Background: an optimization exercise with open tools, aiming at small area, a short achievable clock period and few clock cycles per item. Do not read the settings as production practice. In this exercise RTL edits were held to simulation tests only and were not proved equivalent to the original. No activity file was given, so power comes from the tool's default toggle rates.

==> 04-04 <==
==> flow/design.v (excerpt) <==
module keyed_packed_list_table_top (
	input  logic                        clk,
	input  logic                        arst_n,
	input  logic                        req_valid,
	output logic                        req_ready,
	input  logic [kplt_pkg::CMD_W-1:0]  req_command,
	input  logic [kplt_pkg::KEY_W-1:0]  req_entry_key,
	input  logic [kplt_pkg::PAY_W-1:0]  req_entry_payload,
	input  logic [kplt_pkg::POS_W-1:0]  req_position,
	output logic                        rsp_valid,
	input  logic                        rsp_ready,
	output logic [kplt_pkg::STAT_W-1:0] rsp_status,
	output logic [kplt_pkg::POS_W-1:0]  rsp_found_position,
	output logic [kplt_pkg::KEY_W-1:0]  rsp_found_key,
	output logic [kplt_pkg::PAY_W-1:0]  rsp_found_payload,
	output logic [kplt_pkg::CNT_W-1:0]  rsp_entry_count
);
==> flow/config.mk <==
export PLATFORM = sky130hd
export DESIGN_NAME = keyed_packed_list_table_top
export DESIGN_NICKNAME = keyed_packed_list_table_top
export VERILOG_FILES = /design/flow/design.v
export SDC_FILE = /design/flow/constraint.sdc
export NUM_CORES = 8
export LEC_CHECK = 0
export CAP_MARGIN = 20
export CORE_MARGIN = 2
export CORE_UTILIZATION = 60
export PLACE_DENSITY = 0.72
export SETUP_SLACK_MARGIN = 3.8
export SLEW_MARGIN = 20
export SYNTH_HIERARCHICAL = 1
==> flow/constraint.sdc <==
create_clock -name core_clock -period 7.0 [get_ports {clk}]
set_input_delay 1.4000 -clock core_clock [delete_from_list [all_inputs] [get_ports {clk}]]
set_output_delay 1.4000 -clock core_clock [all_outputs]
set_load 0.01 [all_outputs]
run.sh (not shown) runs the stock make flow with config.mk's settings and CLKGATE_MAP_FILE= SYNTH_SCRIPT=/design/flow/synth_recipe.tcl, a recipe that flattens the netlist after the stock synthesis.
==> inputs of 02-02, as changes to 04-04 <==
--- a/flow/design.v
+++ b/flow/design.v
@@ -150,12 +150,25 @@
 ) (
 	input  logic [W-1:0] a, b,
 	output logic [W-1:0] y
 );
 	assign y = ~(a & b);
 endmodule
+module kplt_reg2 #(
+	parameter int W = 8
+) (
+	input  logic         clk,
+	input  logic         load,
+	input  logic         hold,
+	input  logic [W-1:0] d,
+	output logic [W-1:0] q
+);
+	always_ff @(posedge clk) begin
+		q <= ({W{load}} & d) | ({W{hold}} & q);
+	end
+endmodule
 module keyed_packed_list_table_top (
 	input  logic                        clk,
 	input  logic                        arst_n,
 	input  logic                        req_valid,
 	output logic                        req_ready,
 	input  logic [kplt_pkg::CMD_W-1:0]  req_command,
@@ -193,12 +206,13 @@
 	logic [KW-1:0] x_key;
 	logic [PW-1:0] x_pay;
 	logic [5:0]    x_pos;
 	vec_t          x_eq;            
 	logic          w_v;
 	vec_t          w_sh, w_wr, w_hold, w_oh;
+	vec_t          w_ohn;           
 	logic [EW-1:0] w_newx;          
 	logic [1:0]    w_status;
 	logic [6:0]    w_cnt;
 	logic          w_found;
 	logic          o0_v, o1_v, o2_v;
 	logic [RW-1:0] o0, o1, o2;
@@ -347,13 +361,13 @@
 	end
 	kplt_nor2 #(.W(EW)) u_rd64 (.a(rd32[0]), .b(rd32[1]), .y(rd64n));
 	assign rd_t = ~rd64n;
 	always_comb begin
 		w_pos = '0;
 		for (int i = 0; i < N; i++) begin
-			w_pos = w_pos | (w_oh[i] ? 6'(i) : 6'd0);
+			w_pos = w_pos | (!w_ohn[i] ? 6'(i) : 6'd0);
 		end
 	end
 	assign rd = rd_t ^ {EW{w_found && ph}};
 	logic [RW-1:0] res;
 	assign res = {w_status, w_pos, rd, w_cnt};
 	logic       q_v_n, x_v_n, w_v_n;
@@ -371,14 +385,14 @@
 			x_v  <= 1'b0;
 			w_v  <= 1'b0;
 			o0_v <= 1'b0;
 			o1_v <= 1'b0;
 			o2_v <= 1'b0;
 			room <= 1'b1;
-			rdy_n <= 1'b0;
-			rdy_o <= 1'b1;
+			rdy_n <= 1'b1;
+			rdy_o <= 1'b0;          
 			cnt  <= '0;
 			vld  <= '0;
 			ph   <= 1'b0;
 		end else begin
 			q_v  <= q_v_n;
 			x_v  <= x_v_n;
@@ -399,28 +413,35 @@
 		if (rdy) begin
 			q_cmd <= req_command;
 			q_pay <= req_entry_payload;
 			q_pos <= req_position;
 		end
 	end
+	kplt_reg2 #(.W(13)) u_xctl (
+		.clk  (clk),
+		.load (x_load),
+		.hold (!x_load),
+		.d    ({q_cmd,
+		        (q_cmd == kplt_pkg::CMD_FIND) || (q_cmd == kplt_pkg::CMD_REMOVE_KEY),
+		        (q_cmd == kplt_pkg::CMD_REMOVE_IDX) || (q_cmd == kplt_pkg::CMD_READ_IDX),
+		        (q_cmd == kplt_pkg::CMD_REMOVE_KEY) || (q_cmd == kplt_pkg::CMD_REMOVE_IDX),
+		        q_cmd == kplt_pkg::CMD_APPEND,
+		        q_pos}),
+		.q    ({x_cmd, x_byk, x_byi, x_isrm, x_isapp, x_pos})
+	);
 	always_ff @(posedge clk) begin
 		if (x_load) begin
-			x_cmd   <= q_cmd;
-			x_byk   <= (q_cmd == kplt_pkg::CMD_FIND) || (q_cmd == kplt_pkg::CMD_REMOVE_KEY);
-			x_byi   <= (q_cmd == kplt_pkg::CMD_REMOVE_IDX) || (q_cmd == kplt_pkg::CMD_READ_IDX);
-			x_isrm  <= (q_cmd == kplt_pkg::CMD_REMOVE_KEY) || (q_cmd == kplt_pkg::CMD_REMOVE_IDX);
-			x_isapp <= q_cmd == kplt_pkg::CMD_APPEND;
 			x_key <= q_key;
 			x_pay <= q_pay;
-			x_pos <= q_pos;
 		end
 	end
 	always_ff @(posedge clk) begin
 		w_sh     <= x_fire ? sh : '0;
 		w_wr     <= x_fire ? app_vec : '0;
 		w_oh     <= oh;
+		w_ohn    <= ~oh;
 		w_newx   <= {x_key, x_pay} ^ {EW{!ph}};
 		w_hold   <= x_fire ? ~(sh | app_vec) : '1;
 		w_status <= status;
 		w_cnt    <= cnt_n;
 		w_found  <= found;
 	end
--- a/flow/config.mk
+++ b/flow/config.mk
@@ -5,10 +5,12 @@
 export SDC_FILE = /design/flow/constraint.sdc
 export NUM_CORES = 8
 export LEC_CHECK = 0
 export CAP_MARGIN = 20
 export CORE_MARGIN = 2
 export CORE_UTILIZATION = 60
+export CTS_CLUSTER_DIAMETER = 60
+export CTS_CLUSTER_SIZE = 40
 export PLACE_DENSITY = 0.72
 export SETUP_SLACK_MARGIN = 3.8
 export SLEW_MARGIN = 20
 export SYNTH_HIERARCHICAL = 1
==> summary of the runs <==
04-04 finished with timing, DRC and antenna clean. 02-02 completed without violations. Against 02-02, the wire length of 04-04 is higher by about 6%. Between 04-04 and 02-02, the lower core utilization is in 02-02 (gap 1.5 points). Against 02-02, the power of 04-04 is higher by 6.3%. Final cell count: 04-04 is higher than 02-02 (0.88%). In 02-02 the non-clock buffer count is lower than in 04-04, by 120. Between 04-04 and 02-02, the lower clock power is in 02-02 (gap about 18%, measured against 02-02). Between 02-02 and 04-04, the lower design area is in 02-02 (gap 1.5%, measured against 04-04). Hold slack: 02-02 is better than 04-04 (0.020 ns). Of 04-04 and 02-02, 02-02 has the higher flip-flop and latch count (gap 63).
==> figures <==
| metric | 02-02 | 04-04 |
|---|---|---|
| Compound-gate portion of the synthesized area | 0.323 | 0.324 |
| Wire length of the first global-routing pass | 1140 mm | 1200 mm |
| Average via count per standard cell | 8.08 | 8.20 |
| Power in combinational cells | 43,800 µW | 47,000 µW |
| Worst setup path startpoint | q_keyx[16] | x_byi |
| CP arrival | 4.19 ns | 4.36 ns |
| Share of synthesized cell area in and, or, nand and nor gates | 0.0717 | 0.0730 |
| Status | timing/DRC/antenna clean | timing/DRC/antenna clean |
| Fin util | 0.650 | 0.665 |
| Required arrival time at the worst endpoint | 7.87 ns | 7.97 ns |
| Area share of the largest cell type after synthesis | 0.425 | 0.421 |
| Post-synthesis share of cell area spent on xor and xnor gates | 0.0889 | 0.0894 |
| Sequential power share | 0.475 | 0.450 |
| Worst path setup slack after routing | 3.68 ns | 3.60 ns |
| Multi-In Gates | 12,000 | 12,000 |
| Gp weighted congestion | 1.02 | 1.05 |
| Global routing usage on met1 | 0.519 | 0.531 |
| Layout cell share with drive strength beyond 1 | 0.205 | 0.214 |
| Endpoint of the lowest-slack register-to-register path | g_pair[5].u_pair.r1.xeq | w_oh[61] |
| Horiz. Die Dim | 612 µm | 610 µm |
Testbench counts of 04-04, summed over its fixed seeds: cycles 4,832, items 4,800.
Testbench counts of 02-02, summed over its fixed seeds: cycles 4,832, items 4,800.

-- port drivers added, routing unchanged --
The results above use ideal ports. As a check the final layouts listed here were re-extracted and re-timed, cells and wires unchanged.
Step 1: set_driving_cell puts a clkbuf_16 on clk and a buf_2 on each other input, an assumption about the parent block.
Step 2 times the ports against the registers' clock, not the clock port: input delays grow and output delays shrink by t, the midpoint of the rising clock arrivals with the driver on.
a / b / c = ideal / step 1 / step 2; a / b = the first two.
run	t, ns	setup slack, ns	worst setup path at the end	latest minus earliest clock arrival (ns)
04-04	1.175	3.602 / 3.602 / 2.970	input to register	0.052 / 0.053
02-02	1.111	3.677 / 3.677 / 2.814	input to register	0.062 / 0.062
After both steps every run listed still meets setup and hold. The setup slack of 02-02, which loses most, moves by 0.000 ns with the drivers and by -0.863 ns with both steps.
